This design comes from an exercise in tuning for small area, a short achievable clock period and few clock cycles per item on the open sky130 flow, not from production work.
The RTL was checked by simulation tests, not by an equivalence proof against the original design.
Power figures rest on the tool's default switching activity, not on a simulated workload.

==> design/flow/design.v <==
`default_nettype none
package ttc_pkg;
   localparam int POS_W   = 32;             
   localparam int UV_W    = 24;             
   localparam int DPOS_W  = POS_W + 1;      
   localparam int DUV_W   = UV_W + 1;       
   localparam int NUM_W   = DPOS_W + DUV_W + 1;   
   localparam int FRAC_W  = 16;
   localparam int AXES    = 3;
   localparam int DMAG_W  = 2 * (DUV_W - 1) + 1;  
   localparam int Z_W     = DMAG_W + FRAC_W;      
   localparam int W_W     = DMAG_W + 3;           
   localparam int QUO_W   = POS_W;                
   localparam int NCH     = 2;
   localparam int CW      = (DUV_W + NCH - 1) / NCH;
   localparam int LCW     = DUV_W - (NCH - 1) * CW;    
   localparam int ACC_W   = DPOS_W + CW + 2;    
   localparam int LO_W    = (NCH - 1) * CW;
   localparam int K       = 2;
   localparam int NRUN    = QUO_W / K;
   localparam int NSET    = 2;
   localparam int NLANE   = NSET * AXES;
endpackage
`default_nettype wire
`default_nettype none
module ttc_front (
   input  wire logic                              clock,
   input  wire logic                              reset,
   input  wire logic                              req_valid,
   output logic                                   req_stall,
   input  wire logic signed [ttc_pkg::POS_W-1:0]  req_pos_x,
   input  wire logic signed [ttc_pkg::POS_W-1:0]  req_pos_y,
   input  wire logic signed [ttc_pkg::POS_W-1:0]  req_pos_z,
   input  wire logic signed [ttc_pkg::UV_W-1:0]   req_tex_u,
   input  wire logic signed [ttc_pkg::UV_W-1:0]   req_tex_v,
   output logic                                   job_busy,
   input  wire logic                              job_release,
   input  wire logic                              release_next,   
   input  wire logic                              d1_next,        
   output logic                                   job_start,      
   output logic signed [ttc_pkg::DUV_W-1:0]       du_new,         
   output logic signed [ttc_pkg::DUV_W-1:0]       dv_new,
   output logic [ttc_pkg::AXES-1:0][ttc_pkg::DPOS_W-1:0] dp1,
   output logic [ttc_pkg::AXES-1:0][ttc_pkg::DPOS_W-1:0] dp2,
   output logic signed [ttc_pkg::DUV_W-1:0]       du1,
   output logic signed [ttc_pkg::DUV_W-1:0]       dv1,
   output logic signed [ttc_pkg::DUV_W-1:0]       du2,
   output logic signed [ttc_pkg::DUV_W-1:0]       dv2
);
   logic [1:0] count_ff, count_in;
   logic busy_ff, busy_in;
   logic stall_ff;
   logic signed [ttc_pkg::POS_W-1:0] p0_ff [0:ttc_pkg::AXES-1];
   logic signed [ttc_pkg::UV_W-1:0]  u0_ff, v0_ff;
   logic signed [ttc_pkg::POS_W-1:0] in_pos [0:ttc_pkg::AXES-1];
   logic signed [ttc_pkg::DPOS_W-1:0] dp_in [0:ttc_pkg::AXES-1];
   logic signed [ttc_pkg::DUV_W-1:0]  du_in, dv_in;
   logic accept;
   assign in_pos[0] = req_pos_x;
   assign in_pos[1] = req_pos_y;
   assign in_pos[2] = req_pos_z;
   assign req_stall = stall_ff;
   assign accept    = req_valid && !stall_ff;
   assign job_busy  = busy_ff;
   assign job_start = accept && (count_ff == 2'd2);
   assign du_new    = du_in;
   assign dv_new    = dv_in;
   always_comb begin
      count_in = count_ff;
      if (accept) count_in = (count_ff == 2'd2) ? 2'd0 : count_ff + 2'd1;
      busy_in = busy_ff;
      if (job_start) busy_in = 1'b1;
      else if (job_release) busy_in = 1'b0;
   end
   always_comb begin
      for (int a = 0; a < ttc_pkg::AXES; a++) begin
         dp_in[a] = ttc_pkg::DPOS_W'(in_pos[a]) - ttc_pkg::DPOS_W'(p0_ff[a]);
      end
      du_in = ttc_pkg::DUV_W'(req_tex_u) - ttc_pkg::DUV_W'(u0_ff);
      dv_in = ttc_pkg::DUV_W'(req_tex_v) - ttc_pkg::DUV_W'(v0_ff);
   end
   always_ff @(posedge clock) begin
      if (reset) begin
         count_ff <= 2'd0;
         busy_ff  <= 1'b0;
         stall_ff <= 1'b0;
      end else begin
         count_ff <= count_in;
         busy_ff  <= busy_in;
         stall_ff <= busy_in && (((count_in == 2'd1) && d1_next)
                                 || ((count_in == 2'd2) && !release_next));
      end
   end
   always_ff @(posedge clock) begin
      if (accept && count_ff == 2'd0) begin
         for (int a = 0; a < ttc_pkg::AXES; a++) p0_ff[a] <= in_pos[a];
         u0_ff <= req_tex_u;
         v0_ff <= req_tex_v;
      end
      if (accept && count_ff == 2'd1) begin
         for (int a = 0; a < ttc_pkg::AXES; a++) dp1[a] <= dp_in[a];
         du1 <= du_in;
         dv1 <= dv_in;
      end
      if (accept && count_ff == 2'd2) begin
         for (int a = 0; a < ttc_pkg::AXES; a++) dp2[a] <= dp_in[a];
         du2 <= du_in;
         dv2 <= dv_in;
      end
   end
endmodule
`default_nettype wire
`default_nettype none
module ttc_mul (
   input  wire logic                              clock,
   input  wire logic                              reset,
   input  wire logic                              job_busy,
   output logic                                   job_release,
   output logic                                   release_next,
   output logic                                   d1_next,
   input  wire logic                              job_start,
   input  wire logic signed [ttc_pkg::DUV_W-1:0]  du_new,
   input  wire logic signed [ttc_pkg::DUV_W-1:0]  dv_new,
   input  wire logic [ttc_pkg::AXES-1:0][ttc_pkg::DPOS_W-1:0] dp1,
   input  wire logic [ttc_pkg::AXES-1:0][ttc_pkg::DPOS_W-1:0] dp2,
   input  wire logic signed [ttc_pkg::DUV_W-1:0]  du1,
   input  wire logic signed [ttc_pkg::DUV_W-1:0]  dv1,
   input  wire logic signed [ttc_pkg::DUV_W-1:0]  du2,
   input  wire logic signed [ttc_pkg::DUV_W-1:0]  dv2,
   input  wire logic [ttc_pkg::NLANE-1:0]         lane_free,
   output logic [ttc_pkg::NLANE-1:0]              lane_load,
   output logic [ttc_pkg::Z_W-1:0]                lane_z,       
   output logic                                   lane_neg,
   output logic                                   lane_ovf,
   output logic                                   lane_degen,
   output logic [ttc_pkg::DMAG_W-1:0]             lane_den      
);
   localparam int CH_W = (ttc_pkg::NCH > 1) ? $clog2(ttc_pkg::NCH) : 1;
   localparam int S_W  = 6;
   localparam int NW   = ttc_pkg::NUM_W;
   localparam int ND   = (ttc_pkg::CW + 2) / 2;      
   localparam int SH_W = ttc_pkg::Z_W;
   logic [1:0]      k_ff, k_in;
   logic [CH_W-1:0] j_ff, j_in;
   logic            p1_ff, p1_in;         
   logic [1:0]      p1_k_ff;
   logic            p2_ff, p2_in;         
   logic [1:0]      p2_k_ff;
   logic last_chunk, adv, p1_go, p2_go;
   logic signed [ttc_pkg::DPOS_W-1:0] x1_ff, x2_ff, x1_in, x2_in;
   logic [3*ND-1:0] b1_ff, b2_ff, b1_in, b2_in;    
   logic [NW-1:0]   s_ff, c_ff, s_in, c_in;
   function automatic logic [3*ND-1:0] booth(input logic [ttc_pkg::CW:0] c, input logic neg_y);
      logic [ttc_pkg::CW+1:0] e;
      logic b2, b1, b0;
      e = {c, 1'b0};
      for (int m = 0; m < ND; m++) begin
         b2 = e[2*m+2]; b1 = e[2*m+1]; b0 = e[2*m];
         booth[3*m]   = b1 ^ b0;
         booth[3*m+1] = (b2 & !b1 & !b0) | (!b2 & b1 & b0);
         booth[3*m+2] = neg_y ? (!b2 & (b1 | b0)) : (b2 & !(b1 & b0));
      end
   endfunction
   function automatic logic [ttc_pkg::CW:0] chunk(input logic [ttc_pkg::DUV_W-1:0] y,
                                                  input logic [CH_W-1:0] j);
      chunk = '0;
      for (int i = 0; i < ttc_pkg::NCH; i++) begin
         if (j == CH_W'(i)) begin
            if (i == 0)
               chunk = (ttc_pkg::CW+1)'(signed'(y[ttc_pkg::DUV_W-1 -: ttc_pkg::LCW]));
            else
               chunk = {1'b0, y[(ttc_pkg::NCH-1-i)*ttc_pkg::CW +: ttc_pkg::CW]};
         end
      end
   endfunction
   assign last_chunk   = (j_ff == CH_W'(ttc_pkg::NCH - 1));
   localparam int SET_W = (ttc_pkg::NSET > 1) ? $clog2(ttc_pkg::NSET) : 1;
   logic [SET_W-1:0] set_ff;
   logic [ttc_pkg::AXES-1:0] set_free;
   always_comb begin
      for (int a = 0; a < ttc_pkg::AXES; a++) begin
         set_free[a] = 1'b0;
         for (int t = 0; t < ttc_pkg::NSET; t++) begin
            if (set_ff == SET_W'(t)) set_free[a] = lane_free[t * ttc_pkg::AXES + a];
         end
      end
   end
   assign p2_go        = p2_ff && ((p2_k_ff == 2'd0) || set_free[p2_k_ff - 2'd1]);
   assign p1_go        = p1_ff && (!p2_ff || p2_go);
   assign adv          = job_busy && (!p1_ff || p1_go);
   assign job_release  = adv && last_chunk && (k_ff == 2'd3);
   assign release_next = (k_in == 2'd3) && (j_in == CH_W'(ttc_pkg::NCH - 1)) && !p1_in;
   assign d1_next      = ((j_in == CH_W'(ttc_pkg::NCH - 1)) ? k_in + 2'd1 : k_in) <= 2'd1;
   logic [1:0]      k_adv;
   logic [CH_W-1:0] j_adv;
   logic [ttc_pkg::DPOS_W-1:0]        dp1b_ff, dp1c_ff;
   logic [ttc_pkg::DUV_W-1:0]         dv1_ff;
   always_ff @(posedge clock) begin
      if (job_start) begin
         dp1b_ff <= dp1[1];
         dp1c_ff <= dp1[2];
         dv1_ff  <= dv1;
      end
   end
   always_comb begin
      j_adv = last_chunk ? '0 : j_ff + 1'b1;
      k_adv = last_chunk ? k_ff + 2'd1 : k_ff;
      k_in = adv ? k_adv : k_ff;
      j_in = adv ? j_adv : j_ff;
      p1_in = p1_ff;
      if (adv && last_chunk) p1_in = 1'b1;
      else if (p1_go)        p1_in = 1'b0;
      p2_in = p2_ff;
      if (p1_go)      p2_in = 1'b1;
      else if (p2_go) p2_in = 1'b0;
      x1_in = ttc_pkg::DPOS_W'(du1);
      x2_in = ttc_pkg::DPOS_W'(du2);
      if (k_adv == 2'd1) begin
         x1_in = signed'(dp1[0]);
         x2_in = signed'(dp2[0]);
      end
      if (k_adv == 2'd2) begin
         x1_in = signed'(dp1b_ff);
         x2_in = signed'(dp2[1]);
      end
      if (k_adv == 2'd3) begin
         x1_in = signed'(dp1c_ff);
         x2_in = signed'(dp2[2]);
      end
      b1_in = booth(chunk(dv2, j_adv), 1'b0);
      b2_in = booth(chunk(dv1_ff, j_adv), 1'b1);
      if (job_start) begin
         x1_in = ttc_pkg::DPOS_W'(du1);
         x2_in = ttc_pkg::DPOS_W'(du_new);
         b1_in = booth(chunk(dv_new, '0), 1'b0);
         b2_in = booth(chunk(dv1, '0), 1'b1);
      end
   end
   always_ff @(posedge clock) begin
      if (reset) begin
         k_ff   <= '0;
         j_ff   <= '0;
         p1_ff  <= 1'b0;
         p2_ff  <= 1'b0;
         set_ff <= '0;
      end else begin
         if (p2_go && p2_k_ff == 2'd3) begin
            set_ff <= (set_ff == SET_W'(ttc_pkg::NSET - 1)) ? '0 : set_ff + 1'b1;
         end
         k_ff  <= k_in;
         j_ff  <= j_in;
         p1_ff <= p1_in;
         p2_ff <= p2_in;
      end
   end
   always_ff @(posedge clock) begin
      if (adv || job_start) begin
         x1_ff <= x1_in;
         x2_ff <= x2_in;
         b1_ff <= b1_in;
         b2_ff <= b2_in;
      end
      if (adv) begin
         s_ff <= s_in;
         c_ff <= c_in;
         if (last_chunk) p1_k_ff <= k_ff;
      end
   end
   ttc_dot_cs #(
      .XW (ttc_pkg::DPOS_W),
      .ND (ND),
      .AW (NW),
      .SH (ttc_pkg::CW)
   ) u_dot (
      .first (j_ff == '0),
      .x1    (x1_ff),
      .x2    (x2_ff),
      .b1    (b1_ff),
      .b2    (b2_ff),
      .s     (s_ff),
      .c     (c_ff),
      .s_out (s_in),
      .c_out (c_in)
   );
   logic [NW-1:0] f_pos, f_negv;
   logic [NW-1:0] fmag_ff;
   logic          fneg_ff;
   assign f_pos  = s_ff + c_ff;
   assign f_negv = ~s_ff + ~c_ff + NW'(2);
   always_ff @(posedge clock) begin
      if (p1_go) begin
         fmag_ff <= f_pos[NW-1] ? f_negv : f_pos;
         fneg_ff <= f_pos[NW-1];
         p2_k_ff <= p1_k_ff;
      end
   end
   logic [ttc_pkg::DMAG_W-1:0] dmag_ff;
   logic [ttc_pkg::DMAG_W-1:0] dnorm_ff;
   logic [S_W-1:0]             s_sh_ff;
   logic                       dneg_ff;
   logic                       degen_ff;
   logic [S_W-1:0]             lz, sh;
   logic [SH_W-1:0]            shifted;
   always_comb begin
      lz = S_W'(ttc_pkg::DMAG_W - 1);
      for (int i = 0; i < ttc_pkg::DMAG_W; i++) begin
         if (fmag_ff[i]) lz = S_W'(ttc_pkg::DMAG_W - 1 - i);
      end
   end
   assign sh      = (p2_k_ff == 2'd0) ? lz : s_sh_ff;
   assign shifted = SH_W'(fmag_ff) << sh;
   always_ff @(posedge clock) begin
      if (p2_go && p2_k_ff == 2'd0) begin
         dmag_ff  <= fmag_ff[ttc_pkg::DMAG_W-1:0];
         dnorm_ff <= shifted[ttc_pkg::DMAG_W-1:0];
         s_sh_ff  <= lz;
         dneg_ff  <= fneg_ff;
         degen_ff <= (fmag_ff == '0);
      end
   end
   always_comb begin
      lane_load = '0;
      for (int t = 0; t < ttc_pkg::NSET; t++) begin
         for (int a = 0; a < ttc_pkg::AXES; a++) begin
            lane_load[t * ttc_pkg::AXES + a] = p2_go && (p2_k_ff == 2'(a + 1)) && (set_ff == SET_W'(t));
         end
      end
   end
   assign lane_z     = shifted;
   assign lane_neg   = fneg_ff ^ dneg_ff;
   assign lane_ovf   = (fmag_ff[NW-1:ttc_pkg::FRAC_W] >= NW'(dmag_ff));
   assign lane_degen = degen_ff;
   assign lane_den   = dnorm_ff;
endmodule
module ttc_dot_cs #(
   parameter int XW = 33,
   parameter int ND = 7,
   parameter int AW = 59,
   parameter int SH = 13
) (
   input  wire logic                 first,
   input  wire logic signed [XW-1:0] x1,
   input  wire logic signed [XW-1:0] x2,
   input  wire logic [3*ND-1:0]      b1,
   input  wire logic [3*ND-1:0]      b2,
   input  wire logic [AW-1:0]        s,
   input  wire logic [AW-1:0]        c,
   output logic [AW-1:0]             s_out,
   output logic [AW-1:0]             c_out
);
   localparam int RW = XW + 2;                 
   localparam int NR = 2 * ND + 5;             
   function automatic int count_at(input int n, input int lvl);
      count_at = n;
      for (int i = 0; i < 16; i++) begin
         if (i < lvl && count_at > 2) count_at = (count_at / 3) * 2 + (count_at % 3);
      end
   endfunction
   function automatic int levels(input int n);
      int cnt;
      cnt = n;
      levels = 0;
      for (int i = 0; i < 16; i++) begin
         if (cnt > 2) begin
            cnt = (cnt / 3) * 2 + (cnt % 3);
            levels = levels + 1;
         end
      end
   endfunction
   function automatic logic [AW-1:0] sign_const();
      logic [AW-1:0] k;
      k = '0;
      for (int m = 0; m < ND; m++) begin
         k = k - (AW'(1) << (RW - 1 + 2 * m));
         k = k - (AW'(1) << (RW - 1 + 2 * m));
      end
      sign_const = k;
   endfunction
   localparam int NL = levels(NR);
   logic [AW-1:0] rows [0:NR-1];
   always_comb begin
      logic [RW-1:0] mag, r;
      logic [AW-1:0] n1, n2;
      n1 = '0;
      n2 = '0;
      for (int m = 0; m < ND; m++) begin
         mag = b1[3*m] ? RW'(x1) : (b1[3*m+1] ? (RW'(x1) << 1) : '0);
         r   = b1[3*m+2] ? ~mag : mag;
         rows[2*m] = AW'({!r[RW-1], r[RW-2:0]}) << (2 * m);
         n1[2*m] = b1[3*m+2];
         mag = b2[3*m] ? RW'(x2) : (b2[3*m+1] ? (RW'(x2) << 1) : '0);
         r   = b2[3*m+2] ? ~mag : mag;
         rows[2*m+1] = AW'({!r[RW-1], r[RW-2:0]}) << (2 * m);
         n2[2*m] = b2[3*m+2];
      end
      rows[2*ND]   = n1;
      rows[2*ND+1] = n2;
      rows[2*ND+2] = sign_const();
      rows[2*ND+3] = first ? '0 : (s << SH);
      rows[2*ND+4] = first ? '0 : (c << SH);
   end
   for (genvar l = 0; l <= NL; l++) begin : g_lv
      localparam int N = count_at(NR, l);
      logic [AW-1:0] v [0:N-1];
      if (l == 0) begin : g_in
         for (genvar i = 0; i < N; i++) begin : g_i
            assign v[i] = rows[i];
         end
      end else begin : g_red
         localparam int P = count_at(NR, l - 1);
         for (genvar i = 0; i < P / 3; i++) begin : g_csa
            logic [AW-1:0] a, b, cc;
            assign a  = g_lv[l-1].v[3*i];
            assign b  = g_lv[l-1].v[3*i+1];
            assign cc = g_lv[l-1].v[3*i+2];
            assign v[2*i]   = a ^ b ^ cc;
            assign v[2*i+1] = ((a & b) | (a & cc) | (b & cc)) << 1;
         end
         for (genvar i = 0; i < P % 3; i++) begin : g_pass
            assign v[2*(P/3)+i] = g_lv[l-1].v[3*(P/3)+i];
         end
      end
   end
   assign s_out = g_lv[NL].v[0];
   assign c_out = g_lv[NL].v[1];
endmodule
`default_nettype wire
`default_nettype none
module ttc_div_lane (
   input  wire logic                           clock,
   input  wire logic                           reset,
   input  wire logic                           load,
   input  wire logic [ttc_pkg::Z_W-1:0]        z,
   input  wire logic [ttc_pkg::DMAG_W-1:0]     den,
   input  wire logic                           neg,
   input  wire logic                           ovf,
   input  wire logic                           degen,
   output logic                                free,      
   output logic                                done,      
   input  wire logic                           take,      
   output logic [ttc_pkg::W_W-1:0]             res_s,
   output logic [ttc_pkg::W_W-1:0]             res_c,
   output logic [ttc_pkg::QUO_W-1:0]           res_p,
   output logic [ttc_pkg::QUO_W-1:0]           res_n,
   output logic                                res_neg,
   output logic                                res_ovf,
   output logic                                res_degen
);
   localparam int W   = ttc_pkg::W_W;
   localparam int QW  = ttc_pkg::QUO_W;
   localparam int CN_W = $clog2(ttc_pkg::NRUN + 1);
   logic run_ff, done_ff;
   logic [CN_W-1:0] cnt_ff;
   logic [W-1:0]  s_ff, c_ff;
   logic [QW-1:0] pq_ff, nq_ff;
   logic [ttc_pkg::DMAG_W-1:0] den_ff;
   logic neg_ff, ovf_ff, degen_ff;
   logic [W-1:0]  s_st [0:ttc_pkg::K];
   logic [W-1:0]  c_st [0:ttc_pkg::K];
   logic [QW-1:0] p_st [0:ttc_pkg::K];
   logic [QW-1:0] n_st [0:ttc_pkg::K];
   logic [3:0]    e_st [0:ttc_pkg::K];
   logic [3:0]    est_ff;
   always_comb begin
      logic [W-1:0] a, b, e, m, dz;
      logic [W-1:0] ec [0:2];
      logic [3:0]   cand [0:2];
      logic         qp, qn;
      dz = W'(den_ff);
      ec[0] = ~dz;       
      ec[1] = '0;        
      ec[2] = dz;        
      s_st[0] = s_ff;
      c_st[0] = c_ff;
      p_st[0] = pq_ff;
      n_st[0] = nq_ff;
      e_st[0] = est_ff;
      for (int i = 0; i < ttc_pkg::K; i++) begin
         a  = {s_st[i][W-2:0], p_st[i][QW-1]};
         b  = {c_st[i][W-2:0], 1'b0};
         qp = !e_st[i][3];                      
         qn = e_st[i][3] && (e_st[i] != 4'hF);  
         e  = qp ? ec[0] : (qn ? ec[2] : ec[1]);
         m  = (a & b) | (a & e) | (b & e);
         s_st[i+1] = a ^ b ^ e;
         c_st[i+1] = {m[W-2:0], qp};
         p_st[i+1] = {p_st[i][QW-2:0], qp};
         n_st[i+1] = {n_st[i][QW-2:0], qn};
         for (int d = 0; d < 3; d++) begin
            cand[d] = (a[W-2:W-5] ^ b[W-2:W-5] ^ ec[d][W-2:W-5])
                    + ((a[W-3:W-6] & b[W-3:W-6]) | (a[W-3:W-6] & ec[d][W-3:W-6])
                       | (b[W-3:W-6] & ec[d][W-3:W-6]));
         end
         e_st[i+1] = qp ? cand[0] : (qn ? cand[2] : cand[1]);
      end
   end
   always_ff @(posedge clock) begin
      if (reset) begin
         run_ff  <= 1'b0;
         done_ff <= 1'b0;
      end else begin
         if (load) begin
            run_ff  <= 1'b1;
            done_ff <= 1'b0;
         end else begin
            if (run_ff && cnt_ff == '0) begin
               run_ff  <= 1'b0;
               done_ff <= 1'b1;
            end
            if (done_ff && take) done_ff <= 1'b0;
         end
      end
   end
   always_ff @(posedge clock) begin
      if (load) begin
         s_ff     <= W'(z[ttc_pkg::Z_W-1:ttc_pkg::FRAC_W]);
         c_ff     <= '0;
         pq_ff    <= {z[ttc_pkg::FRAC_W-1:0], {(QW - ttc_pkg::FRAC_W){1'b0}}};
         nq_ff    <= '0;
         den_ff   <= den;
         neg_ff   <= neg;
         ovf_ff   <= ovf;
         degen_ff <= degen;
         cnt_ff   <= CN_W'(ttc_pkg::NRUN - 1);
         est_ff   <= {2'b00, z[ttc_pkg::Z_W-1 -: 2]};
      end else if (run_ff) begin
         est_ff <= e_st[ttc_pkg::K];
         s_ff   <= s_st[ttc_pkg::K];
         c_ff   <= c_st[ttc_pkg::K];
         pq_ff  <= p_st[ttc_pkg::K];
         nq_ff  <= n_st[ttc_pkg::K];
         cnt_ff <= cnt_ff - 1'b1;
      end
   end
   assign res_s     = s_ff;
   assign res_c     = c_ff;
   assign res_p     = pq_ff;
   assign res_n     = nq_ff;
   assign res_neg   = neg_ff;
   assign res_ovf   = ovf_ff;
   assign res_degen = degen_ff;
   assign done = done_ff;
   assign free = (!run_ff && !done_ff) || (done_ff && take);
endmodule
`default_nettype wire
`default_nettype none
module ttc_back (
   input  wire logic                            clock,
   input  wire logic                            reset,
   input  wire logic [ttc_pkg::NLANE-1:0]       lane_load,
   input  wire logic [ttc_pkg::Z_W-1:0]         lane_z,
   input  wire logic                            lane_neg,
   input  wire logic                            lane_ovf,
   input  wire logic                            lane_degen,
   input  wire logic [ttc_pkg::DMAG_W-1:0]      lane_den,
   output logic [ttc_pkg::NLANE-1:0]            lane_free,
   output logic                                 rsp_valid,
   input  wire logic                            rsp_stall,
   output logic signed [ttc_pkg::POS_W-1:0]     rsp_tangent_x,
   output logic signed [ttc_pkg::POS_W-1:0]     rsp_tangent_y,
   output logic signed [ttc_pkg::POS_W-1:0]     rsp_tangent_z,
   output logic                                 rsp_degenerate,
   output logic                                 rsp_clipped
);
   localparam int AX = ttc_pkg::AXES;
   localparam int W  = ttc_pkg::W_W;
   localparam int QW = ttc_pkg::QUO_W;
   logic [AX-1:0] full_ff;
   logic [AX-1:0] clip_ff;
   logic [ttc_pkg::POS_W-1:0] tan_ff [0:AX-1];
   logic degen_ff;
   localparam int NL    = ttc_pkg::NLANE;
   localparam int NS    = ttc_pkg::NSET;
   localparam int SET_W = (NS > 1) ? $clog2(NS) : 1;
   logic [NL-1:0] done, take;
   logic [AX-1:0] ready, take_ax;
   logic [W-1:0]  r_s [0:NL-1];
   logic [W-1:0]  r_c [0:NL-1];
   logic [QW-1:0] r_p [0:NL-1];
   logic [QW-1:0] r_n [0:NL-1];
   logic [NL-1:0] r_neg, r_ovf, r_degen;
   logic taken;
   logic f2_ff;
   logic [AX-1:0] f2_ax_ff;
   logic [SET_W-1:0] ns_ff [0:AX-1];     
   for (genvar g = 0; g < NL; g++) begin : g_lane
      ttc_div_lane u_lane (
         .clock     (clock),
         .reset     (reset),
         .load      (lane_load[g]),
         .z         (lane_z),
         .den       (lane_den),
         .neg       (lane_neg),
         .ovf       (lane_ovf),
         .degen     (lane_degen),
         .free      (lane_free[g]),
         .done      (done[g]),
         .take      (take[g]),
         .res_s     (r_s[g]),
         .res_c     (r_c[g]),
         .res_p     (r_p[g]),
         .res_n     (r_n[g]),
         .res_neg   (r_neg[g]),
         .res_ovf   (r_ovf[g]),
         .res_degen (r_degen[g])
      );
      assign take[g] = take_ax[g % AX] && (ns_ff[g % AX] == SET_W'(g / AX));
   end
   always_comb begin
      for (int a = 0; a < AX; a++) begin
         ready[a] = 1'b0;
         for (int t = 0; t < NS; t++) begin
            if (ns_ff[a] == SET_W'(t)) ready[a] = done[t * AX + a];
         end
         ready[a] = ready[a] && !full_ff[a] && !(f2_ff && f2_ax_ff[a]);
      end
   end
   assign take_ax[0] = ready[0];
   assign take_ax[1] = ready[1] && !ready[0];
   assign take_ax[2] = ready[2] && !ready[1] && !ready[0];
   always_ff @(posedge clock) begin
      for (int a = 0; a < AX; a++) begin
         if (reset) begin
            ns_ff[a] <= '0;
         end else if (take_ax[a]) begin
            ns_ff[a] <= (ns_ff[a] == SET_W'(NS - 1)) ? '0 : ns_ff[a] + 1'b1;
         end
      end
   end
   logic [W-1:0]  f_s, f_c, wsum;
   logic [QW-1:0] f_p, f_n, opa, opb, t, value;
   logic          f_neg, f_ovf, f_degen, wneg, sat, clip;
   logic [QW-1:0] opa_ff, opb_ff;
   logic [1:0]    cin_ff;
   logic          neg_ff, ovf_ff, dg_ff;
   always_comb begin
      f_s = '0; f_c = '0; f_p = '0; f_n = '0;
      f_neg = 1'b0; f_ovf = 1'b0; f_degen = 1'b0;
      for (int l = 0; l < NL; l++) begin
         f_s     = f_s     | (r_s[l] & {W{take[l]}});
         f_c     = f_c     | (r_c[l] & {W{take[l]}});
         f_p     = f_p     | (r_p[l] & {QW{take[l]}});
         f_n     = f_n     | (r_n[l] & {QW{take[l]}});
         f_neg   = f_neg   | (r_neg[l] & take[l]);
         f_ovf   = f_ovf   | (r_ovf[l] & take[l]);
         f_degen = f_degen | (r_degen[l] & take[l]);
      end
   end
   assign wsum = f_s + f_c;
   assign wneg = wsum[W-1];
   assign opa  = f_neg ? f_n : f_p;
   assign opb  = f_neg ? ~f_p : ~f_n;
   always_ff @(posedge clock) begin
      if (reset) begin
         f2_ff <= 1'b0;
      end else begin
         f2_ff <= |take;
      end
   end
   always_ff @(posedge clock) begin
      opa_ff   <= opa;
      opb_ff   <= opb;
      cin_ff   <= f_neg ? (wneg ? 2'd2 : 2'd1) : (wneg ? 2'd0 : 2'd1);
      neg_ff   <= f_neg;
      ovf_ff   <= f_ovf;
      dg_ff    <= f_degen;
      f2_ax_ff <= take_ax;
   end
   assign t    = opa_ff + opb_ff + QW'(cin_ff);
   assign sat  = ovf_ff || (neg_ff ? (!t[QW-1] && (t != '0)) : t[QW-1]);
   assign clip = !dg_ff && sat;
   always_comb begin
      if (dg_ff) begin
         value = '0;
      end else if (sat) begin
         value = neg_ff ? 32'h8000_0000 : 32'h7FFF_FFFF;
      end else begin
         value = t;
      end
   end
   assign rsp_valid = &full_ff;
   assign taken     = rsp_valid && !rsp_stall;
   always_ff @(posedge clock) begin
      if (reset) begin
         full_ff <= '0;
      end else begin
         for (int a = 0; a < AX; a++) begin
            if (f2_ff && f2_ax_ff[a]) full_ff[a] <= 1'b1;
            else if (taken) full_ff[a] <= 1'b0;
         end
      end
   end
   always_ff @(posedge clock) begin
      for (int a = 0; a < AX; a++) begin
         if (f2_ff && f2_ax_ff[a]) begin
            tan_ff[a]  <= value;
            clip_ff[a] <= clip;
         end
      end
      if (f2_ff && f2_ax_ff[0]) degen_ff <= dg_ff;
   end
   assign rsp_tangent_x  = tan_ff[0];
   assign rsp_tangent_y  = tan_ff[1];
   assign rsp_tangent_z  = tan_ff[2];
   assign rsp_degenerate = degen_ff;
   assign rsp_clipped    = |clip_ff;
endmodule
`default_nettype wire
`default_nettype none
module triangle_tangent_calc_unit (
   input  wire logic                              clock,
   input  wire logic                              reset,
   input  wire logic                              req_valid,
   output logic                                   req_stall,
   input  wire logic signed [ttc_pkg::POS_W-1:0]  req_pos_x,
   input  wire logic signed [ttc_pkg::POS_W-1:0]  req_pos_y,
   input  wire logic signed [ttc_pkg::POS_W-1:0]  req_pos_z,
   input  wire logic signed [ttc_pkg::UV_W-1:0]   req_tex_u,
   input  wire logic signed [ttc_pkg::UV_W-1:0]   req_tex_v,
   output logic                                   rsp_valid,
   input  wire logic                              rsp_stall,
   output logic signed [ttc_pkg::POS_W-1:0]       rsp_tangent_x,
   output logic signed [ttc_pkg::POS_W-1:0]       rsp_tangent_y,
   output logic signed [ttc_pkg::POS_W-1:0]       rsp_tangent_z,
   output logic                                   rsp_degenerate,
   output logic                                   rsp_clipped
);
   logic job_busy, job_release, release_next, d1_next, job_start;
   logic signed [ttc_pkg::DUV_W-1:0]  du_new, dv_new;
   logic [ttc_pkg::AXES-1:0][ttc_pkg::DPOS_W-1:0] dp1;
   logic [ttc_pkg::AXES-1:0][ttc_pkg::DPOS_W-1:0] dp2;
   logic signed [ttc_pkg::DUV_W-1:0]  du1, dv1, du2, dv2;
   logic [ttc_pkg::NLANE-1:0]         lane_free, lane_load;
   logic [ttc_pkg::Z_W-1:0]           lane_z;
   logic                              lane_neg, lane_ovf, lane_degen;
   logic [ttc_pkg::DMAG_W-1:0]        lane_den;
   ttc_front u_front (
      .clock       (clock),
      .reset       (reset),
      .req_valid   (req_valid),
      .req_stall   (req_stall),
      .req_pos_x   (req_pos_x),
      .req_pos_y   (req_pos_y),
      .req_pos_z   (req_pos_z),
      .req_tex_u   (req_tex_u),
      .req_tex_v   (req_tex_v),
      .job_busy    (job_busy),
      .job_release (job_release),
      .release_next(release_next),
      .d1_next     (d1_next),
      .job_start   (job_start),
      .du_new      (du_new),
      .dv_new      (dv_new),
      .dp1         (dp1),
      .dp2         (dp2),
      .du1         (du1),
      .dv1         (dv1),
      .du2         (du2),
      .dv2         (dv2)
   );
   ttc_mul u_mul (
      .clock       (clock),
      .reset       (reset),
      .job_busy    (job_busy),
      .job_release (job_release),
      .release_next(release_next),
      .d1_next     (d1_next),
      .job_start   (job_start),
      .du_new      (du_new),
      .dv_new      (dv_new),
      .dp1         (dp1),
      .dp2         (dp2),
      .du1         (du1),
      .dv1         (dv1),
      .du2         (du2),
      .dv2         (dv2),
      .lane_free   (lane_free),
      .lane_load   (lane_load),
      .lane_z      (lane_z),
      .lane_neg    (lane_neg),
      .lane_ovf    (lane_ovf),
      .lane_degen  (lane_degen),
      .lane_den    (lane_den)
   );
   ttc_back u_back (
      .clock          (clock),
      .reset          (reset),
      .lane_load      (lane_load),
      .lane_z         (lane_z),
      .lane_neg       (lane_neg),
      .lane_ovf       (lane_ovf),
      .lane_degen     (lane_degen),
      .lane_den       (lane_den),
      .lane_free      (lane_free),
      .rsp_valid      (rsp_valid),
      .rsp_stall      (rsp_stall),
      .rsp_tangent_x  (rsp_tangent_x),
      .rsp_tangent_y  (rsp_tangent_y),
      .rsp_tangent_z  (rsp_tangent_z),
      .rsp_degenerate (rsp_degenerate),
      .rsp_clipped    (rsp_clipped)
   );
endmodule
`default_nettype wire
==> design/flow/flow/run.sh <==
#!/bin/bash
# The standard layout (the standard.sh, unchanged synthesis and steps), with timing
# repair aiming for 6 ns of setup slack at the design's 11 ns clock. make's full output
# goes to layout.log here; each ORFS step also keeps its own log under orfs/logs/.
set -euo pipefail
bash standard.sh SETUP_SLACK_MARGIN=6 finish > layout.log 2>&1
==> design/flow/standard.sh <==
#!/bin/bash
# synth_recipe.tcl (not shown) runs the flow's synth.tcl, then flattens the netlist and writes it again
# the make line also repeats each setting of config.mk as NAME=value (left out here)
make -C /OpenROAD-flow-scripts/flow DESIGN_CONFIG=/design/flow/config.mk WORK_HOME=/design/flow/orfs CLKGATE_MAP_FILE= SYNTH_SCRIPT=/design/flow/synth_recipe.tcl "${@:-finish}"
==> design/flow/config.mk <==
export PLATFORM = sky130hd
export DESIGN_NAME = triangle_tangent_calc_unit
export DESIGN_NICKNAME = triangle_tangent_calc_unit
export VERILOG_FILES = /design/flow/design.v
export SDC_FILE = /design/flow/constraint.sdc
export NUM_CORES = 4
export LEC_CHECK = 0
export CAP_MARGIN = 20
export CELL_PAD_IN_SITES_DETAIL_PLACEMENT = 0
export CELL_PAD_IN_SITES_GLOBAL_PLACEMENT = 0
export CORE_MARGIN = 2
export CORE_UTILIZATION = 45
export PLACE_DENSITY = 0.6
export SLEW_MARGIN = 20
==> design/flow/constraint.sdc <==
create_clock -name core_clock -period 11.0 [get_ports {clock}]
set_input_delay 2.2000 -clock core_clock [delete_from_list [all_inputs] [get_ports {clock}]]
set_output_delay 2.2000 -clock core_clock [all_outputs]
set_load 0.01 [all_outputs]
==> results by group, run 1 <==
Detailed routing
  – WL per Instance: 25.8 um
  – Drt total wl: 535000 um
  – Drt pass-1 iters: 10
  – Detailed-route via count: 123k
  – Vias per Instance: 5.90
  – DRT antenna net count: 0
  – DRC Markers: 0
  – DR iter-0 viols: 13.2k

Clock tree
  – Clock Tree Buf Depth: 4
  – Clk pin slew, worst setup/hold paths: 0.06 ns
  – # hold bufs at CTS: 0
  – Clock sinks: 2496
  – Clock Latency Late Sink: 0.96 ns
  – CTS tree: done
  – Clock buffer count from CTS: 293
  – CTS root buf: clkbuf_16
  – Htree depth: 5

Timing
  – Hold Vio Cnt, Final: 0
  – Worst hold slack: 0.406 ns
  – Tcrit/Tclk final: 0.450
  – RSZ-0062 raised after global routing: false
  – Worst setup margin: 6.05 ns
  – Slew HR: 0.230
  – Setup TNS: 0 ns
  – Fmax: 0.202 GHz
  – Worst-Margin Slew: 1.13 ns
  – Final setup vio count: 0
  – Max-slew violations: 0
  – Tmin final: 4.95 ns
  – Max Clock Skew: 0.0973 ns

Power
  – Clock share of power: 0.223
  – Sequential share of power: 0.295
  – VDD IR max: 340 uV
  – Total power: 44.5 mW
  – Internal power: 26.5 mW
  – Leakage power: 73.6 nW
  – Switching power: 18.0 mW
  – Part of the power in combinational logic: 0.483
  – Pwr dens: 239 mW/mm^2
  – Sw Share: 0.405

Worst setup path
  – Slowest CP cell: edfxtp_1
  – CP top delay family: compound AO/OA/AOI/OAI gates
  – CP Capture Type: register
  – Buf/Inv on CP: 1
  – Cell count along the critical path: 12
  – Largest stage delay on the critical path: 0.76 ns
  – WP data arrival: 5.73 ns
  – Internal reg-to-reg setup slack: 6.05 ns
  – Max FO, Critical Path: 47
  – Reg2reg end: u_back.g_lane[2].u_lane.pq_ff[25]
  – R2R depth: 12
  – Crit path cell chain: o31ai_1, a211oi_1, o31ai_1, a21oi_1, or3_1, nand2_2, buf_12, nor2_1, nand2_1, o21ai_1, nand2_1, o21ai_0
  – CP startpoint kind: register
  – CP required: 11.78 ns
  – Critical R2R Launch: u_mul.fmag_ff[4]
  – Crit path kind: register to register

Yosys
  – Prevailing post-synth register cell: edfxtp_1
  – Post-Synth XOR/XNOR Area: 0.0452
  – Top-count cell post-synth: edfxtp_1
  – Synthesized net count: 17.9k
  – Post-synthesis cell count: 15.7k
  – Number of distinct library cells after synthesis: 94
  – Synth area leaders: edfxtp_1 32%, fa_1 14%, dfxtp_1 9.2%
  – Flops & latches, synth: 2496
  – Sequential area share after synthesis: 0.410
  – Avg Inst Size Synth: 10.5 um^2
  – Post-synthesis mux area share: 0.0552
  – Share of flip-flops with an asynchronous set or reset: 0
  – Largest area contributor in the netlist: edfxtp_1
  – Simple-gate share of the synthesized area: 0.107
  – Synth top area share: 0.318
  – Number of flops mapped to enable cells by yosys: 1741
  – Most frequent cells after synthesis: 1741 x edfxtp_1, 1656 x nand2_1, 1307 x inv_1, 1275 x o21ai_0, 1175 x fa_1
  – Post-synthesis compound-gate area fraction: 0.123
  – Main combinational cell family by area after synthesis: adder cells
  – Ys Warns: 31
  – Post-Syn Area: 0.164 mm^2
  – Area share of fa/ha/maj cells after synthesis: 0.207

GRT
  – Overall Global Routing Usage: 0.279
  – Largest net degree at the start of global routing: 148
  – First-pass GRT wire length: 785000 um
  – Initial antenna violation count: 23
  – GRT Residual Overflow: 0
  – Vias in the first global route: 119k

Cells and area
  – P&R area growth vs syn: 13.1%
  – Fin cells: 20.8k
  – Fin nets: 17.9k
  – Register area: 0.0675 mm^2
  – Layout cells sized above 1: 0.0824
  – FILL cells: 32.5k
  – Post-Layout Inst Area: 0.186 mm^2
  – Post-route core utilization: 0.512
  – Multi-input logic area: 0.0907 mm^2

Die
  – CORE AREA: 0.363 mm^2
  – Die Area: 0.370 mm^2
  – Ports: 248
  – Starting Density: 0.453
  – Rows: 221
  – DIE WIDTH: 608 um
  – Die Y: 608 um

Placed design
  – IO buf count: 247
  – # placed instances: 20.0k
  – Area after DPL: 0.172 mm^2
  – Post-place setup slack: 4.06 ns
  – Placer Congestion: 0.914
  – Detailed placement HPWL: 369000 um

Job
  – Max Cap Violations: 0

Worst hold path
  – Hold Crit Class: register to register
  – Hold-critical path depth: 0
  – Hold EP: u_mul.dp1b_ff[10]
  – Hold path start: u_front.dp1[43]

Status
  – Status: no timing/DRC/antenna violations
[logic make-up after synthesis]
family,Yosys count
XOR/XNOR,848
flip-flops,2496
AO/OA/AOI/OAI,3180
multiplexers,893
other,1
adder cells (fa/ha/maj),2014
AND/OR/NAND/NOR,4035
buffers and inverters,2251
[repair_timing]
action	CTS	global route
pin swaps	47	87
gates cloned	31	16
endpoints found under the setup margin	1342	659
setup buffers	81	93
gates resized for setup	254	249
[power by group through the flow]
| stage | Combinational, mW | Clock (mW) | Sequential (mW) |
|---|---|---|---|
| floorplan | 13.7 | 0 | 12.7 |
| global route | 24.1 | 10.4 | 13.2 |
| global placement | 19.2 | 0 | 13.3 |
| finish | 21.5 | 9.91 | 13.1 |
| detailed placement | 19.6 | 0 | 13.3 |
| CTS | 20.8 | 10.0 | 13.1 |
[layout by cell type (no fill, tap or decap), types with 37 or more instances in the layout]
master and instances:
and2_1 56, buf_4 260, nand4_1 40, a21o_1 145, o21a_1 91, fa_1 1165, ha_1 817, o21ai_0 1242
xor2_1 281, buf_12 53, clkinv_2 37, inv_1 1300, clkbuf_16 313, a31oi_1 38, a222oi_1 176, nand2_1 1650
clkbuf_1 57, o21ai_1 38, a22oi_1 514, a21oi_1 376, xnor2_1 551, clkdlybuf4s50_1 234, o21bai_1 40, nor2b_1 65
a211oi_1 116, mux2_2 94, nor2_1 965, dfxtp_1 735, nor3_1 103, edfxtp_1 1741, buf_6 48, nand2b_1 93
nand3_1 786, mux2i_1 779
[registers in the layout, summed over array words and instances (netlist names), 96 cells and up]
register,count
u_front.dp2,99
u_back.g_lane.u_lane.s_ff,312
u_front.dp1,99
u_front.p0_ff,96
u_back.g_lane.u_lane.pq_ff,192
u_back.tan_ff,96
u_back.g_lane.u_lane.den_ff,294
u_back.g_lane.u_lane.nq_ff,192
u_back.g_lane.u_lane.c_ff,306
[metal layers]
| layer | track usage | wire length, um | part of all wire |
|---|---|---|---|
| met4 | 0.123 | 29400 | 0.055 |
| met3 | 0.0437 | 42000 | 0.078 |
| met2 | 0.461 | 252000 | 0.47 |
| met1 | 0.363 | 212000 | 0.40 |
| met5 | 0 | 100 | 0.00019 |
[final cells by class]
type | count | share of cell area
well taps | 4794 | 0.0323
inverters | 1315 | 0.0272
clock inverters | 142 | 0.00822
repair inverters | 2 | 0.0000942
diodes | 8 | 0.000108
repair buffers | 647 | 0.0374
clock buffers | 383 | 0.0435
flip-flops and latches | 2496 | 0.363
multi-input cells | 11000 | 0.488
[worst reg2reg max path, cell delays in order, from the launching register on]
cell and delay (ns):
edfxtp_1 0.76, o31ai_1 0.18, a211oi_1 0.47, o31ai_1 0.13, a21oi_1 0.33, or3_1 0.39, nand2_2 0.27, buf_12 0.28
nor2_1 0.47, nand2_1 0.14, o21ai_1 0.52, nand2_1 0.54, o21ai_0 0.39
[worst max path at each step]
stage                             from  slack, ns                           endpoint
floorplan                    req_valid       4.59                     u_front.dp1[0]
global placement         req_pos_z[10]       4.10                    u_front.dp1[97]
detailed placement       req_pos_z[10]       4.06                    u_front.dp2[97]
CTS                 u_back.f2_ax_ff[0]       5.91                   u_back.cin_ff[1]
global route          u_mul.fmag_ff[4]       5.90  u_back.g_lane[3].u_lane.est_ff[1]
finish                u_mul.fmag_ff[4]       6.05  u_back.g_lane[2].u_lane.pq_ff[25]
Testbench counts, summed over its fixed seeds: cycles 4,536, items 512.
==> inputs of run 2 (changes only) <==
--- a/design/flow/config.mk
+++ b/design/flow/config.mk
@@ -9,6 +9,7 @@
 export CELL_PAD_IN_SITES_DETAIL_PLACEMENT = 0
 export CELL_PAD_IN_SITES_GLOBAL_PLACEMENT = 0
 export CORE_MARGIN = 2
-export CORE_UTILIZATION = 45
-export PLACE_DENSITY = 0.6
+export CORE_UTILIZATION = 55
+export CTS_BUF_LIST = sky130_fd_sc_hd__clkbuf_4 sky130_fd_sc_hd__clkbuf_8
+export PLACE_DENSITY = 0.7
 export SLEW_MARGIN = 20
==> run 2 against run 1 <==
Effect of this change:
- still clean
- first-iteration DRC count is 30% higher
- count of clock-buffer cells in the layout up 218
- global-route usage increased by 6.1 points
- sequential power is essentially flat
- flip-flop and latch count stayed put
- wire length is 0.19% lower
- clock power down 8.2%
- synthesized cell count stayed put
- combinational power grew 6%
- non-clock buffer count down 22
- power up 1.2%
- critical path depth is 4 higher
- critical endpoint is now u_back.tan_ff[2][16]
==> results by group, run 2 <==
Clock tree
  – CTS tree: done
  – Clock sinks: 2496 (unchanged)
  – CTS root buf: clkbuf_8
  – Clk pin slew, worst setup/hold paths: 0.06 ns (about the same)
  – Clock buffer count from CTS: 420 (+43%)
  – Htree depth: 5 (unchanged)
  – Clock Latency Late Sink: 1.13 ns (+0.17 ns)
  – # hold bufs at CTS: 0 (unchanged)
  – Clock Tree Buf Depth: 4 (unchanged)

Timing
  – Tcrit/Tclk final: 0.453 (+0.00235)
  – Worst hold slack: 0.414 ns (+0.00807 ns)
  – Tmin final: 4.98 ns (+0.0259 ns)
  – Fmax: 0.201 GHz (-0.52%)
  – Max Clock Skew: 0.0992 ns (+0.00194 ns)
  – Slew HR: 0.231 (+0.00138)
  – RSZ-0062 raised after global routing: true
  – Max-slew violations: 0 (unchanged)
  – Worst-Margin Slew: 1.15 ns (+0.0255 ns)
  – Setup TNS: 0 ns (unchanged)
  – Final setup vio count: 0 (unchanged)
  – Hold Vio Cnt, Final: 0 (unchanged)

Worst hold path
  – Hold-critical path depth: 0 (unchanged)
  – Hold Crit Class: register to register
  – Hold path start: u_front.dp1[91]

GRT
  – Overall Global Routing Usage: 0.340 (+0.0607)
  – Vias in the first global route: 122k (+1.8%)
  – Largest net degree at the start of global routing: 150 (+1.4%)
  – GRT Residual Overflow: 0 (unchanged)
  – First-pass GRT wire length: 776000 um (-1.2%)
  – Initial antenna violation count: 32 (+39%)

Yosys
  – Post-synthesis cell count: 15.7k (unchanged)
  – Number of flops mapped to enable cells by yosys: 1741 (unchanged)
  – Top-count cell post-synth: edfxtp_1
  – Synthesized net count: 17.9k (unchanged)
  – Post-Syn Area: 0.164 mm^2 (unchanged)
  – Sequential area share after synthesis: 0.410 (unchanged)
  – Ys Warns: 31 (unchanged)
  – Share of flip-flops with an asynchronous set or reset: 0 (unchanged)
  – Prevailing post-synth register cell: edfxtp_1
  – Flops & latches, synth: 2496 (unchanged)
  – Most frequent cells after synthesis: 1741 x edfxtp_1, 1656 x nand2_1, 1307 x inv_1, 1275 x o21ai_0, 1175 x fa_1
  – Synth area leaders: edfxtp_1 32%, fa_1 14%, dfxtp_1 9.2%
  – Largest area contributor in the netlist: edfxtp_1
  – Avg Inst Size Synth: 10.5 um^2 (unchanged)
  – Number of distinct library cells after synthesis: 94 (unchanged)
  – Synth top area share: 0.318 (unchanged)

Job
  – Max Cap Violations: 0 (unchanged)

Worst setup path
  – Cell count along the critical path: 16 (+4)
  – CP startpoint kind: register
  – Critical R2R Launch: u_back.cin_ff[1]
  – WP data arrival: 5.81 ns (+0.08 ns)
  – Largest stage delay on the critical path: 0.55 ns (-0.21 ns)
  – Slowest CP cell: xnor2_1
  – Max FO, Critical Path: 7 (-85%)
  – Buf/Inv on CP: 1 (unchanged)
  – CP Capture Type: register
  – CP required: 11.83 ns (+0.05 ns)
  – Crit path kind: register to register
  – CP top delay family: compound AO/OA/AOI/OAI gates
  – R2R depth: 16 (+4)
  – Critical Path Most Common Cell: nor2_1
  – Crit path cell chain: fa_1, ha_1, a211oi_1, o21a_1, o21ai_1, a211oi_2, buf_4, nor2_1, xnor2_1, and4_1, o2111ai_1, nor4_2, a31oi_2, o21ai_2, nand2b_4, nor2_1
  – Critical Path Start: u_back.cin_ff[1]

Die
  – Ports: 248 (unchanged)
  – Starting Density: 0.553 (+0.101)
  – Rows: 200 (-9.5%)
  – CORE AREA: 0.297 mm^2 (-18%)
  – DIE WIDTH: 551 um (-9.5%)
  – Die Area: 0.303 mm^2 (-18%)
  – Die Y: 551 um (-9.5%)

Cells and area
  – Most frequent cells in the layout: 1741 x edfxtp_1, 1647 x nand2_1, 1298 x inv_1, 1239 x o21ai_0, 1154 x fa_1
  – P&R area growth vs syn: 12.1%
  – FILL cells: 24.0k (-26%)
  – Largest register FFs: 312 (unchanged)
  – Layout cells sized above 1: 0.0979 (+0.0154)
  – Regs by FF count: u_back.g_lane.u_lane.s_ff x312, u_back.g_lane.u_lane.c_ff x306, u_back.g_lane.u_lane.den_ff x294
  – Register area: 0.0675 mm^2 (about the same)
  – Largest register by flop count: u_back.g_lane.u_lane.s_ff
  – Leading cell type in the layout, fill and taps excluded: edfxtp_1
  – Fin nets: 18.0k (+0.60%)
  – Multi-input logic area: 0.0905 mm^2 (-0.24%)

Detailed routing
  – DRC Markers: 0 (unchanged)
  – DR iter-0 viols: 17.1k (+30%)
  – WL per Instance: 26.5 um (+2.8%)
  – Drt total wl: 534000 um (-0.19%)
  – Detailed-route via count: 126k (+2.9%)
  – DRT antenna net count: 0 (unchanged)
  – Drt pass-1 iters: 14 (+4)
  – Vias per Instance: 6.26 (+6.0%)

Placed design
  – IO buf count: 247 (unchanged)
  – Placer Congestion: 0.941 (+2.9%)
  – Detailed placement HPWL: 362000 um (-1.9%)

Status
  – Status: no timing/DRC/antenna violations

Power
  – Pwr dens: 244 mW/mm^2 (+2.0%)
  – Leakage power: 73.7 nW (+0.17%)
  – VDD IR max: 265 uV (-22%)
[run 2: cell counts after synthesis]
No cell type changed its count.
[run 2: metrics by stage]
step	cell area [um^2]	util	cells	power [mW]	worst slack, ns
6_report	184000	0.620	20200	45.0	6.02
5_1_grt	184000	0.620	20200	47.8	5.95
4_1_cts	182000	0.612	20000	43.3	5.98
3_5_place_dp	170000	0.574	19200	33.2	4.06
3_3_place_gp	170000	0.573	19200	32.7	4.16
2_1_floorplan	165000	-	15700	26.4	4.59
[run 2: final cells by class]
| class | count | share of cell area |
|---|---|---|
| multi-input combinational | 11000 | 0.491 |
| sequential | 2496 | 0.366 |
| clock buffer | 601 | 0.0406 |
| timing repair buffer | 625 | 0.0383 |
| inverter | 1315 | 0.0276 |
| tap | 3939 | 0.0267 |
| clock inverter | 183 | 0.00893 |
| antenna | 16 | 0.000217 |
| timing repair inverter | 3 | 0.000143 |
[run 2: cells by family (layout without fill, tap and decap cells)]
kind of cell | count (synthesis) | count (layout) | synth area share
compound gates | 3180 | 3180 | 0.123
other cells | 1 | 17 | 0.0000228
flops | 2496 | 2496 | 0.410
simple gates | 4035 | 4054 | 0.107
mux | 893 | 893 | 0.0552
fa+ha+maj | 2014 | 2014 | 0.207
xor+xnor | 848 | 848 | 0.0452
buf+inv | 2251 | 2727 | 0.0521
[run 2: timing repair]
action                                 4_1_cts  5_1_grt
gates cloned                                31       27
endpoints found under the hold margin        0        0
gates resized for setup                    257      272
pin swaps                                   33       88
buffers inserted                            77       79
setup endpoints to repair                 2308      689
[run 2: final timing paths]
| path | slack [ns] | end |
|---|---|---|
| max reg2reg | 6.02 | u_back.tan_ff[2][16] |
| min reg2reg | 0.41 | u_mul.dp1c_ff[25] |
| min | 0.41 | u_mul.dp1c_ff[25] |
| max | 6.02 | u_back.tan_ff[2][16] |
[run 2: power by group]
part           switching (mW)  internal (mW)  leakage (nW)
Clock                    4.10           5.00          4.81
Sequential               1.02           12.1          22.0
Combinational            13.7           9.12          46.9
[run 2: routing by layer]
layer	wire length, um	share of wire	vias to the layer above	track usage
met4	35800	0.067	16	0.195
met1	201000	0.38	61700	0.445
met3	57500	0.11	1575	0.0662
li1	-	-	55400	-
met2	240000	0.45	7536	0.530
met5	103	0.00019	-	0
==> inputs of run 3 (changes only) <==
--- a/design/flow/config.mk
+++ b/design/flow/config.mk
@@ -10,6 +10,6 @@
 export CELL_PAD_IN_SITES_GLOBAL_PLACEMENT = 0
 export CORE_MARGIN = 2
 export CORE_UTILIZATION = 55
-export CTS_BUF_LIST = sky130_fd_sc_hd__clkbuf_4 sky130_fd_sc_hd__clkbuf_8
+export CTS_BUF_LIST = sky130_fd_sc_hd__clkbuf_8
 export PLACE_DENSITY = 0.7
 export SLEW_MARGIN = 20
==> run 3 against run 2 <==
Effect of this change:
- setup slack improved by 0.022 ns
- critical path depth down 2
- clock power down 4.6%
- synthesized cell count stayed put
- wire length hardly changed
- fmax rose by 0.45%
- combinational power about the same
- area after synthesis unchanged
- flip-flop and latch count did not move
- cell area fell by 0.26%
- critical path type unchanged
- largest power group unchanged
==> results by group, run 3 <==
Yosys
  – Post-synthesis cell count: 15.7k (unchanged)
  – Number of flops mapped to enable cells by yosys: 1741 (unchanged)
  – Ys Warns: 31 (unchanged)
  – Top-count cell post-synth: edfxtp_1
  – Synth top area share: 0.318 (unchanged)
  – Post-synthesis compound-gate area fraction: 0.123 (unchanged)
  – Post-synthesis mux area share: 0.0552 (unchanged)
  – Main combinational cell family by area after synthesis: adder cells
  – Most frequent cells after synthesis: 1741 x edfxtp_1, 1656 x nand2_1, 1307 x inv_1, 1275 x o21ai_0, 1175 x fa_1
  – Post-Synth XOR/XNOR Area: 0.0452 (unchanged)
  – Largest area contributor in the netlist: edfxtp_1
  – Prevailing post-synth register cell: edfxtp_1
  – Number of distinct library cells after synthesis: 94 (unchanged)
  – Sequential area share after synthesis: 0.410 (unchanged)
  – Flops & latches, synth: 2496 (unchanged)
  – Area share of fa/ha/maj cells after synthesis: 0.207 (unchanged)
  – Avg Inst Size Synth: 10.5 um^2 (unchanged)
  – Post-Syn Area: 0.164 mm^2 (unchanged)
  – Simple-gate share of the synthesized area: 0.107 (unchanged)
  – Share of flip-flops with an asynchronous set or reset: 0 (unchanged)
  – Synth area leaders: edfxtp_1 32%, fa_1 14%, dfxtp_1 9.2%
  – Synthesized net count: 17.9k (unchanged)

Worst setup path
  – Critical R2R Launch: u_mul.b2_ff[6]
  – Max FO, Critical Path: 21 (+14)
  – Internal reg-to-reg setup slack: 6.04 ns (+0.02 ns)
  – R2R depth: 14 (-2)
  – Crit path kind: register to register
  – CP required: 11.77 ns (-0.06 ns)
  – Reg2reg end: u_mul.s_ff[27]
  – Critical Path Start: u_mul.b2_ff[6]
  – CP Capture Point: u_mul.s_ff[27]
  – CP startpoint kind: register
  – WP data arrival: 5.72 ns (-0.09 ns)
  – CP Capture Type: register

Detailed routing
  – Vias per Instance: 6.25 (-0.10%)
  – Drt total wl: 534000 um (about the same)
  – DR iter-0 viols: 17.0k (-0.55%)
  – Drt pass-1 iters: 10 (-4)
  – Detailed-route via count: 126k (-0.063%)
  – WL per Instance: 26.5 um (about the same)
  – DRC Markers: 0 (unchanged)
  – DRT antenna net count: 0 (unchanged)

Cells and area
  – Fin nets: 18.0k (+0.022%)
  – Post-Layout Inst Area: 0.184 mm^2 (-0.26%)
  – Leading cell type in the layout, fill and taps excluded: edfxtp_1
  – P&R area growth vs syn: 11.9%
  – Largest register by flop count: u_back.g_lane.u_lane.s_ff
  – FILL cells: 24.0k (+0.23%)
  – Regs by FF count: u_back.g_lane.u_lane.s_ff x312, u_back.g_lane.u_lane.c_ff x306, u_back.g_lane.u_lane.den_ff x294
  – Layout cells sized above 1: 0.0901 (-0.00779)
  – Largest register FFs: 312 (unchanged)
  – Most frequent cells in the layout: 1741 x edfxtp_1, 1647 x nand2_1, 1421 x inv_1, 1238 x o21ai_0, 1159 x fa_1

Timing
  – Slew HR: 0.221 (-0.0105)
  – Worst hold slack: 0.414 ns (+0.000237 ns)
  – RSZ-0062 raised after global routing: true
  – Final setup vio count: 0 (unchanged)
  – Worst-Margin Slew: 1.16 ns (+0.0131 ns)
  – Tcrit/Tclk final: 0.451 (-0.00203)
  – Max Clock Skew: 0.103 ns (+0.00353 ns)
  – Max-slew violations: 0 (unchanged)
  – Tmin final: 4.96 ns (-0.0223 ns)
  – Hold Vio Cnt, Final: 0 (unchanged)
  – Fmax: 0.202 GHz (+0.45%)
  – Setup TNS: 0 ns (unchanged)

Clock tree
  – # hold bufs at CTS: 0 (unchanged)
  – Clk pin slew, worst setup/hold paths: 0.06 ns (about the same)
  – Clock buffer count from CTS: 420 (unchanged)
  – Htree depth: 5 (unchanged)
  – Clock sinks: 2496 (unchanged)
  – CTS root buf: clkbuf_8
  – CTS tree: done
  – Clock Latency Late Sink: 1.15 ns (+0.02 ns)
  – Clock Tree Buf Depth: 4 (unchanged)

GRT
  – Vias in the first global route: 122k (+0.076%)
  – Initial antenna violation count: 31 (-3.1%)
  – GRT Residual Overflow: 0 (unchanged)
  – Largest net degree at the start of global routing: 150 (unchanged)
  – Overall Global Routing Usage: 0.340 (about the same)
  – First-pass GRT wire length: 776000 um (about the same)

Die
  – Die Y: 551 um (unchanged)
  – DIE WIDTH: 551 um (unchanged)
  – CORE AREA: 0.297 mm^2 (unchanged)
  – Starting Density: 0.553 (unchanged)
  – Die Area: 0.303 mm^2 (unchanged)
  – Ports: 248 (unchanged)
  – Rows: 200 (unchanged)

Placed design
  – Placer Congestion: 0.941 (unchanged)
  – Detailed placement HPWL: 362000 um (unchanged)
  – Area after DPL: 0.170 mm^2 (unchanged)
  – IO buf count: 247 (unchanged)

Power
  – Switching power: 18.7 mW (-0.35%)
  – Internal power: 25.7 mW (-1.9%)
  – Sw Share: 0.421 (+0.00377)
  – Part of the power in combinational logic: 0.510 (+0.004)
  – VDD IR max: 264 uV (-0.69%)
  – Clock share of power: 0.195 (-0.007)
  – Sequential share of power: 0.295 (+0.004)
  – Leakage power: 73.8 nW (+0.15%)
  – Pwr dens: 242 mW/mm^2 (-0.98%)

Job
  – Max Cap Violations: 0 (unchanged)

Status
  – Status: no timing/DRC/antenna violations

Worst hold path
  – Hold path start: u_front.dp1[93]
  – Hold Crit Class: register to register
-- run 3: worst min path at each step --
| stage | end | slack (ns) | cells past startpoint |
|---|---|---|---|
| 4_1_cts | u_mul.dp1c_ff[25] | 0.41 | 0 |
| 5_1_grt | u_mul.dp1c_ff[25] | 0.41 | 0 |
| 2_1_floorplan | u_mul.dp1b_ff[0] | 0.40 | 0 |
| 3_3_place_gp | u_mul.dp1c_ff[13] | 0.40 | 0 |
| 6_report | u_mul.dp1c_ff[27] | 0.41 | 0 |
| 3_5_place_dp | u_mul.dp1b_ff[13] | 0.40 | 0 |
-- run 3: power by group through the flow --
stage,Sequential [mW],Clock [mW],Combinational [mW]
3_5_place_dp,13.3,0,20.0
5_1_grt,13.2,9.13,25.0
3_3_place_gp,13.3,0,19.4
4_1_cts,13.1,8.74,21.1
6_report,13.1,8.68,22.7
2_1_floorplan,12.7,0,13.7
-- run 3: final cells by class --
cell class	instances	area, um^2	share of cell area
multi-input cells	11000	90500	0.493
flip-flops and latches	2496	67500	0.367
repair buffers	628	7030	0.0383
clock buffers	476	6550	0.0356
inverters	1315	5090	0.0277
well taps	3939	4930	0.0268
clock inverters	308	2110	0.0115
diodes	20	50.0	0.000272
repair inverters	4	35.0	0.000191
-- run 3: worst max-delay path: stages, from the launching register on --
cell and delay [ns]:
edfxtp_1 0.43, buf_12 0.19, nor2b_4 0.14, buf_12 0.14
clkbuf_16 0.21, a22oi_1 0.09, xnor2_1 0.19, fa_1 0.56
inv_1 0.05, fa_1 0.56, fa_1 0.46, fa_1 0.53
fa_1 0.51, inv_1 0.05, fa_1 0.52
-- run 3: cells by family (layout without fill, tap and decap cells) --
kind of cell,after synthesis,in the layout
simple gates,4035,4054
compound gates,3180,3180
flops,2496,2496
buf+inv,2251,2731
fa+ha+maj,2014,2014
mux,893,893
xor+xnor,848,848
other cells,1,21
-- run 3: routing by layer --
metal	part of all wire	track usage	vias up
met5	0.00016	0	-
li1	-	-	55400
met4	0.067	0.193	14
met3	0.11	0.0682	1572
met2	0.45	0.531	7430
met1	0.38	0.444	61700
-- run 3: timing repair --
action	CTS	global route
buffers inserted	77	84
cloned	32	25
resized for setup	256	278
setup endpoints to repair	2308	705
pin swaps	34	101
-- run 3: through the flow --
stage | utilization | setup WS, ns | cells | power [mW]
floorplan | - | 4.59 | 15700 | 26.4
global placement | 0.573 | 4.16 | 19200 | 32.7
detailed placement | 0.574 | 4.06 | 19200 | 33.2
CTS | 0.611 | 5.98 | 20000 | 42.9
global route | 0.619 | 5.95 | 20200 | 47.3
finish | 0.619 | 6.04 | 20200 | 44.5
==> inputs of run 4 (changes only) <==
--- a/design/flow/config.mk
+++ b/design/flow/config.mk
@@ -9,7 +9,7 @@
 export CELL_PAD_IN_SITES_DETAIL_PLACEMENT = 0
 export CELL_PAD_IN_SITES_GLOBAL_PLACEMENT = 0
 export CORE_MARGIN = 2
-export CORE_UTILIZATION = 55
+export CORE_UTILIZATION = 60
 export CTS_BUF_LIST = sky130_fd_sc_hd__clkbuf_8
-export PLACE_DENSITY = 0.7
+export PLACE_DENSITY = 0.75
 export SLEW_MARGIN = 20
==> run 4 against run 3 <==
Effect of this change:
- clock skew is 0.0046 ns higher
- largest power group unchanged
- hold slack worse by 0.020 ns
- clock power is 3.3% lower
- setup slack worse by 0.080 ns
==> results by group, run 4 <==
Worst setup path
  – Max FO, Critical Path: 5 (-76%)
  – Crit path kind: register to register
  – CP required: 11.86 ns (+0.09 ns)
  – Slowest CP cell: edfxtp_1
  – Critical Path Most Common Cell: ha_1
  – WP data arrival: 5.90 ns (+0.18 ns)
  – Critical Path Start: u_mul.s_ff[12]

Clock tree
  – CTS tree: done
  – CTS root buf: clkbuf_8
  – Clock Tree Buf Depth: 4 (unchanged)
  – Clk pin slew, worst setup/hold paths: 0.06 ns (about the same)
  – # hold bufs at CTS: 0 (unchanged)
  – Clock sinks: 2496 (unchanged)
  – Htree depth: 5 (unchanged)
  – Clock Latency Late Sink: 1.17 ns (+0.02 ns)
  – Clock buffer count from CTS: 418 (-0.48%)

Cells and area
  – Largest register by flop count: u_back.g_lane.u_lane.s_ff
  – Post-route core utilization: 0.670 (+0.0511)
  – P&R area growth vs syn: 11.4%
  – Regs by FF count: u_back.g_lane.u_lane.s_ff x312, u_back.g_lane.u_lane.c_ff x306, u_back.g_lane.u_lane.den_ff x294
  – Largest register FFs: 312 (unchanged)
  – Fin nets: 18.0k (+0.011%)
  – Most frequent cells in the layout: 1741 x edfxtp_1, 1648 x nand2_1, 1438 x inv_1, 1250 x o21ai_0, 1161 x fa_1
  – Layout cells sized above 1: 0.0882 (-0.00189)

Timing
  – Slew HR: 0.156 (-0.0641)
  – Worst-Margin Slew: 1.26 ns (+0.0961 ns)
  – Tmin final: 5.04 ns (+0.0801 ns)
  – Tcrit/Tclk final: 0.458 (+0.00728)
  – Max Clock Skew: 0.107 ns (+0.00463 ns)
  – Fmax: 0.199 GHz (-1.6%)
  – Worst hold slack: 0.394 ns (-0.0200 ns)
  – Hold Vio Cnt, Final: 0 (unchanged)
  – RSZ-0062 raised after global routing: true

Yosys
  – Synth area leaders: edfxtp_1 32%, fa_1 14%, dfxtp_1 9.2%
  – Top-count cell post-synth: edfxtp_1
  – Largest area contributor in the netlist: edfxtp_1
  – Post-Syn Area: 0.164 mm^2 (unchanged)
  – Number of distinct library cells after synthesis: 94 (unchanged)
  – Avg Inst Size Synth: 10.5 um^2 (unchanged)
  – Ys Warns: 31 (unchanged)
  – Most frequent cells after synthesis: 1741 x edfxtp_1, 1656 x nand2_1, 1307 x inv_1, 1275 x o21ai_0, 1175 x fa_1
  – Prevailing post-synth register cell: edfxtp_1
  – Number of flops mapped to enable cells by yosys: 1741 (unchanged)
  – Sequential area share after synthesis: 0.410 (unchanged)
  – Post-synthesis cell count: 15.7k (unchanged)

GRT
  – First-pass GRT wire length: 762000 um (-1.8%)
  – Largest net degree at the start of global routing: 150 (unchanged)
  – Vias in the first global route: 123k (+1.2%)
  – Overall Global Routing Usage: 0.361 (+0.0205)
  – Initial antenna violation count: 22 (-29%)

Power
  – VDD IR max: 319 uV (+21%)
  – Leakage power: 73.7 nW (-0.15%)
  – Pwr dens: 235 mW/mm^2 (-2.8%)

Die
  – Starting Density: 0.602 (+0.0484)
  – Die Y: 527 um (-4.2%)
  – CORE AREA: 0.273 mm^2 (-8.0%)
  – Die Area: 0.278 mm^2 (-8.3%)
  – DIE WIDTH: 527 um (-4.2%)

Detailed routing
  – Drt pass-1 iters: 13 (+3)
  – DRT antenna net count: 0 (unchanged)
  – WL per Instance: 26.4 um (-0.46%)
  – DRC Markers: 0 (unchanged)
  – Drt total wl: 522000 um (-2.2%)
  – Vias per Instance: 6.42 (+2.7%)
  – Detailed-route via count: 127k (+0.92%)
  – DR iter-0 viols: 17.5k (+2.9%)

Status
  – Status: no timing/DRC/antenna violations

Worst hold path
  – Hold Crit Class: register to register
  – Hold path start: u_front.dp1[83]

Placed design
  – Placer Congestion: 0.967 (+2.8%)
  – IO buf count: 247 (unchanged)
[run 4: cell counts after synthesis]
Identical to the previous run, type by type.
[run 4: final timing paths]
| path | end | slack (ns) | cells after the start |
|---|---|---|---|
| worst max-delay path | u_mul.fmag_ff[58] | 5.96 | 16 |
| worst max register to register | u_mul.fmag_ff[58] | 5.96 | 16 |
| worst min register to register | u_mul.dp1c_ff[17] | 0.39 | 0 |
| worst min-delay path | u_mul.dp1c_ff[17] | 0.39 | 0 |
[run 4: cells by family after synthesis]
logic type / Yosys count / synth area share
mux: 893 / 0.0552
simple gates: 4035 / 0.107
flops: 2496 / 0.410
fa+ha+maj: 2014 / 0.207
xor+xnor: 848 / 0.0452
compound gates: 3180 / 0.123
other cells: 1 / 0.0000228
buf+inv: 2251 / 0.0521
[run 4: power breakdown]
part           internal, mW  switching [mW]
logic                  8.61            12.9
registers              12.1           0.999
clock network          4.33            4.06
total                  25.0            18.0
[run 4: final cells by class]
| cell class | instances | area (um^2) |
|---|---|---|
| Multi-Input combinational cell | 11000 | 90300 |
| Fill cell | 20400 | 90200 |
| Sequential cell | 2496 | 67500 |
| Timing Repair Buffer | 642 | 7290 |
| Clock buffer | 477 | 6570 |
| Inverter | 1315 | 5020 |
| Tap cell | 3589 | 4490 |
| Clock inverter | 299 | 1780 |
| Antenna cell | 16 | 40.0 |
[run 4: worst max-delay path, delay by kind of cell (launching register included)]
family / cells / cell delay (ns)
AOI/OAI and AO/OA: 8 / 2.03
muxes: 1 / 0.42
and+or+nand+nor: 3 / 0.55
adders and majority gates: 2 / 0.72
DFF: 1 / 0.76
buffers and inverters: 1 / 0.10
xor gates and xnor gates: 1 / 0.17
[run 4: metrics by stage]
stage | cells | setup WS [ns] | area, um^2 | power [mW]
6_report | 19800 | 5.96 | 183000 | 43.0
5_1_grt | 19800 | 5.83 | 183000 | 45.8
4_1_cts | 19700 | 5.93 | 180000 | 42.0
3_5_place_dp | 18800 | 4.61 | 170000 | 33.2
3_3_place_gp | 18800 | 4.67 | 170000 | 32.5
2_1_floorplan | 15700 | 4.59 | 165000 | 26.4
[run 4: what timing repair did]
item	4_1_cts	5_1_grt
pin swaps	23	76
resized for setup	188	249
endpoints found under the setup margin	1447	759
buffers inserted	69	118
gates cloned	22	23
[run 4: per-layer routing]
| layer | share of wire | vias up | GRT usage |
|---|---|---|---|
| met5 | 0.00021 | - | 0 |
| li1 | - | 55400 | - |
| met1 | 0.37 | 61600 | 0.471 |
| met2 | 0.44 | 8366 | 0.556 |
| met3 | 0.11 | 1901 | 0.0753 |
| met4 | 0.075 | 18 | 0.215 |

Setup slack of run 4, layout unchanged: 5.963 ns with ideal ports, 5.963 ns with driving cells assumed (clock clkbuf_16, inputs buf_2), 4.970 ns with port delays also shifted by the 1.230 ns mid clock arrival.
